From an optimization exercise on the open Yosys and OpenROAD flow, aimed at small area, a short achievable clock period and few clock cycles per item; shortcuts taken in it are not production practice. Only simulation tests tie the RTL to the original design; equivalence was not proved. No activity file was given, so power comes from the tool's default toggle rates.

## run 1
==> flow/design.v <==
package sbr_pkg;
	localparam int WINDOW  = 64;
	localparam int IW      = $clog2(WINDOW);
	localparam int POS_W   = 32;
	localparam int BYTE_W  = 8;
	localparam int SPACE_W = 7;
endpackage
import sbr_pkg::*;
module stream_byte_reassembler_core (
	input  logic               clk,
	input  logic               arst_n,
	input  logic               req_valid,
	output logic               req_stall,
	input  logic               kind,
	input  logic [POS_W-1:0]   stream_index,
	input  logic [BYTE_W-1:0]  data_byte,
	input  logic               ends_stream,
	input  logic [SPACE_W-1:0] downstream_space,
	output logic               rsp_valid,
	input  logic               rsp_stall,
	output logic               out_valid,
	output logic [BYTE_W-1:0]  out_byte,
	output logic               last_of_run,
	output logic [SPACE_W-1:0] pending_count,
	output logic               stream_closed
);
	function automatic logic [IW-1:0] pe64(input logic [WINDOW-1:0] x);
		logic [WINDOW-1:0]      v;
		logic [WINDOW*IW-1:0]   ix;
		logic [WINDOW-1:0]      nv;
		logic [WINDOW*IW-1:0]   nix;
		begin
			v  = x;
			ix = '0;
			for (int l = 0; l < IW; l++) begin
				nv  = '0;
				nix = '0;
				for (int i = 0; i < (WINDOW >> (l + 1)); i++) begin
					nv[i] = v[2*i] | v[2*i+1];
					for (int b = 0; b < IW; b++) begin
						if (b < l)
							nix[i*IW+b] = v[2*i] ? ix[(2*i)*IW+b] : ix[(2*i+1)*IW+b];
						else if (b == l)
							nix[i*IW+b] = !v[2*i];
					end
				end
				v  = nv;
				ix = nix;
			end
			pe64 = ix[IW-1:0];
		end
	endfunction
	logic              qv_q;
	logic              qkind_q;
	logic [IW-1:0]     qplo_q;
	logic [SPACE_W-1:0] qd_q;
	logic              qsmall_q;
	logic [BYTE_W-1:0] qbyte_q;
	logic [SPACE_W-1:0] qroom_q;
	logic [POS_W-1:0]  next_q;
	logic [WINDOW-1:0] rel_q;
	logic [BYTE_W-1:0] ring_q [WINDOW];
	logic [POS_W-1:0]  end_q;
	logic              end_known_q;
	logic              closed_q;    
	logic              pcl_q;       
	logic [SPACE_W-1:0] er_q;
	logic [SPACE_W-1:0] pb_q;       
	logic [SPACE_W-1:0] k_q;        
	logic              em_q;
	logic [SPACE_W-1:0] rem_q;
	logic              rv_q;
	logic              rd_q;
	logic [BYTE_W-1:0] rb_q;
	logic              rl_q;
	logic              ov_q;
	logic              od_q;
	logic [BYTE_W-1:0] ob_q;
	logic              ol_q;
	logic [SPACE_W-1:0] op_q;
	logic              oc_q;
	logic              o_free, r_move, r_free, do_proc, do_emit, take, adv;
	assign o_free    = !ov_q || !rsp_stall;
	assign r_move    = rv_q && o_free;
	assign r_free    = !rv_q || o_free;
	assign do_emit   = em_q && r_free;
	assign do_proc   = qv_q && !em_q && r_free;
	assign req_stall = qv_q && (em_q || (rv_q && ov_q && rsp_stall));
	assign take      = req_valid && !req_stall;
	logic [IW-1:0]     h, d6;
	logic [SPACE_W-1:0] pend, k, kk;
	logic              closed, in_range, in_win, st0;
	logic [WINDOW-1:0] ddec, rdec, setk, z;
	logic              nonempty, last0, z0, z1;
	logic [BYTE_W-1:0] rd_byte;
	assign h      = next_q[IW-1:0];
	assign d6     = qd_q[IW-1:0];
	assign pend   = pb_q - k_q;
	assign closed = closed_q || (pcl_q && (er_q == k_q));
	assign in_range = !qkind_q && qsmall_q && !qd_q[IW];
	assign in_win   = !closed && in_range && (qd_q < qroom_q);
	assign st0      = in_win && (d6 == '0);
	always_comb begin
		for (int i = 0; i < WINDOW; i++) begin
			ddec[i] = (d6 == IW'(i));
			rdec[i] = (qroom_q == SPACE_W'(i));
		end
	end
	assign setk = ddec & {WINDOW{in_range}};
	assign z    = ~(rel_q | setk) | rdec;
	assign kk   = (|z) ? {1'b0, pe64(z)} : SPACE_W'(WINDOW);
	assign k    = closed ? '0 : kk;
	assign nonempty = !closed && !z[0];
	assign last0    = closed || z[0] || z[1];
	assign rd_byte = ring_q[h];
	assign adv     = (do_proc && nonempty) || do_emit;
	logic [POS_W-IW-2:0] nh, nh1;
	logic [SPACE_W-1:0]  lo, dn;
	logic                eqa, eqb, sn;
	assign nh  = next_q[POS_W-1:SPACE_W];
	assign nh1 = nh + 1'b1;
	assign lo  = stream_index[SPACE_W-1:0] - next_q[SPACE_W-1:0];
	assign eqa = (stream_index[POS_W-1:SPACE_W] == nh);
	assign eqb = (stream_index[POS_W-1:SPACE_W] == nh1);
	always_comb begin
		sn = (stream_index[SPACE_W-1:0] >= next_q[SPACE_W-1:0]) ? eqa : eqb;
		dn = lo;
		if (adv) begin
			dn = lo - SPACE_W'(1);
			sn = (sn && (lo != '0)) || (eqb && (lo == '0));
		end
	end
	logic [SPACE_W-1:0] er;
	logic               er_small;
	assign er       = end_q[SPACE_W-1:0] - next_q[SPACE_W-1:0];
	assign er_small = (end_q[SPACE_W-1:0] < next_q[SPACE_W-1:0]) ? (end_q[POS_W-1:SPACE_W] == nh1)
	                                                           : (end_q[POS_W-1:SPACE_W] == nh);
	always_ff @(posedge clk or negedge arst_n) begin
		if (!arst_n) begin
			qv_q        <= 1'b0;
			next_q      <= '0;
			rel_q       <= '0;
			end_known_q <= 1'b0;
			closed_q    <= 1'b0;
			pcl_q       <= 1'b0;
			pb_q        <= '0;
			k_q         <= '0;
			em_q        <= 1'b0;
			rv_q        <= 1'b0;
			ov_q        <= 1'b0;
		end else begin
			if (take) begin
				qv_q <= 1'b1;
				if (ends_stream) end_known_q <= 1'b1;
			end else if (do_proc) begin
				qv_q <= 1'b0;
			end
			if (adv) begin
				next_q <= next_q + POS_W'(1);
			end
			if (do_proc) begin
				closed_q <= closed;
				pcl_q    <= !closed && end_known_q && er_small;
				pb_q     <= pend + SPACE_W'(in_win && !rel_q[d6]);
				k_q      <= k;
				em_q     <= !last0;
				if (!closed) begin
					rel_q <= nonempty ? ((rel_q | (ddec & {WINDOW{in_win}})) >> 1)
					                  :  (rel_q | (ddec & {WINDOW{in_win}}));
				end
				rv_q     <= 1'b1;
			end else if (do_emit) begin
				em_q  <= (rem_q != SPACE_W'(2));
				rel_q <= rel_q >> 1;
				rv_q  <= 1'b1;
			end else if (r_move) begin
				rv_q <= 1'b0;
			end
			if (r_move) begin
				ov_q <= 1'b1;
			end else if (!rsp_stall) begin
				ov_q <= 1'b0;
			end
		end
	end
	always_ff @(posedge clk) begin
		if (qv_q && !em_q && in_win) ring_q[qplo_q] <= qbyte_q;
	end
	always_ff @(posedge clk) begin
		if (take) begin
			qkind_q  <= kind;
			qplo_q   <= stream_index[IW-1:0];
			qd_q     <= dn;
			qsmall_q <= sn;
			qbyte_q  <= data_byte;
			qroom_q  <= (downstream_space > SPACE_W'(WINDOW)) ? SPACE_W'(WINDOW) : downstream_space;
			if (ends_stream) end_q <= stream_index + POS_W'(!kind);
		end else if (adv) begin
			qd_q <= qd_q - SPACE_W'(1);
			if (qd_q == '0) qsmall_q <= 1'b0;
		end
		if (do_proc) begin
			er_q  <= er;
			rem_q <= k;
			rd_q  <= nonempty;
			rb_q  <= !nonempty ? '0 : st0 ? qbyte_q : rd_byte;
			rl_q  <= last0;
		end else if (do_emit) begin
			rem_q <= rem_q - SPACE_W'(1);
			rd_q  <= 1'b1;
			rb_q  <= rd_byte;
			rl_q  <= (rem_q == SPACE_W'(2));
		end
		if (r_move) begin
			od_q <= rd_q;
			ob_q <= rb_q;
			ol_q <= rl_q;
			op_q <= pend;
			oc_q <= closed;
		end
	end
	assign rsp_valid     = ov_q;
	assign out_valid     = od_q;
	assign out_byte      = ob_q;
	assign last_of_run   = ol_q;
	assign pending_count = op_q;
	assign stream_closed = oc_q;
endmodule
Settings: LEC_CHECK=0, CAP_MARGIN=20, CORE_MARGIN=2, CORE_UTILIZATION=40, SETUP_SLACK_MARGIN=2.0, SLEW_MARGIN=20; clock period 6.0 ns.
run.sh (not shown) runs the stock make flow with config.mk's settings and CLKGATE_MAP_FILE= SYNTH_SCRIPT=/design/flow/synth_recipe.tcl, a recipe that flattens the netlist after the stock synthesis.
Testbench counts of run 1, summed over its fixed seeds: cycles 14,732, items 9,629.
Changes in run 2 relative to run 1:
- SETUP_SLACK_MARGIN changed from 2.0 to 2.5
Notes after the runs:
The number of sequential cells in the layout on run 2 is in line with that on run 1. Going from run 1 to run 2, combinational group share of total power saw an increase; final critical-path setup slack saw an increase; first-pass GRT wire length saw an increase. Diff run 1..run 2 | combined buffer and inverter count along the critical path | unchanged. Total power consumption of the routed design is higher on run 2. Worst-path cell with the longest stage delay: nand3_2 -> run 1, mux4_2 -> run 2. The final reports for run 2 and run 1 show clock share of power higher in the former.
> inputs changed (run 2 -> run 3)
- SETUP_SLACK_MARGIN: 2.5 -> 2.8
==> run summary <==
Comparing run 2 and run 3, the higher clock tree buffer count of the final layout was measured on run 2.
Final weighted congestion in routability-driven placement down 2.4% in run 3 wrt run 2
Diff run 2 -> run 3 | utilization after layout | increase of 1.6 points
Going from run 2 to run 3, proportion of power drawn by the clock network dropped 1.0 points, slack of the critical path climbed 0.030 ns, total chip power climbed 2.6%, leakage power climbed 4.5%, overall fraction of global-route tracks in use climbed 0.58 points.
Taking run 2 as the reference point, the met3 usage in global routing of run 3 rises by 0.28 points.
The switching power summed over all nets of run 3 exceeds that of run 2 by about 6%.
Run 3 ended up with a lower post-route clock period utilization than run 2 did.

==> static timing again, ports no longer ideal <==
The flow's constraints put no driver on any port. The routed layouts listed below were extracted and timed again, unchanged, in two steps. Step 1 (the two cells are an assumption about what drives the block):
set clk [get_ports {clk}]
set_driving_cell -lib_cell sky130_fd_sc_hd__clkbuf_16 $clk
set_driving_cell -lib_cell sky130_fd_sc_hd__buf_2 [delete_from_list [all_inputs] $clk]
Step 2 moves the port delays by t, midway between the first and last clock arrival at a register: inputs arrive t later, outputs are due t later. That takes back most of the time a late clock gives input paths. Three values: ideal, step 1, step 2; two values: the first two.
| run | t, ns | slack for setup (ns) | hold slack, ns | latest minus earliest clock arrival (ns) | cell pins on the clock port's net |
|---|---|---|---|---|---|
| run 1 | 0.700 | 2.001 / 2.001 / 1.507 | 0.428 / 0.417 / 0.428 | 0.054 / 0.054 | 1 |
| run 2 | 0.710 | 2.543 / 2.543 / 1.885 | 0.430 / 0.430 / 0.430 | 0.033 / 0.033 | 1 |
| run 3 | 0.707 | 2.574 / 2.574 / 2.176 | 0.428 / 0.399 / 0.428 | 0.041 / 0.040 | 1 |
After both steps setup and hold are still met in every run listed. The setup slack of run 2, which loses most, moves by 0.000 ns with the drivers and by -0.658 ns with both steps.
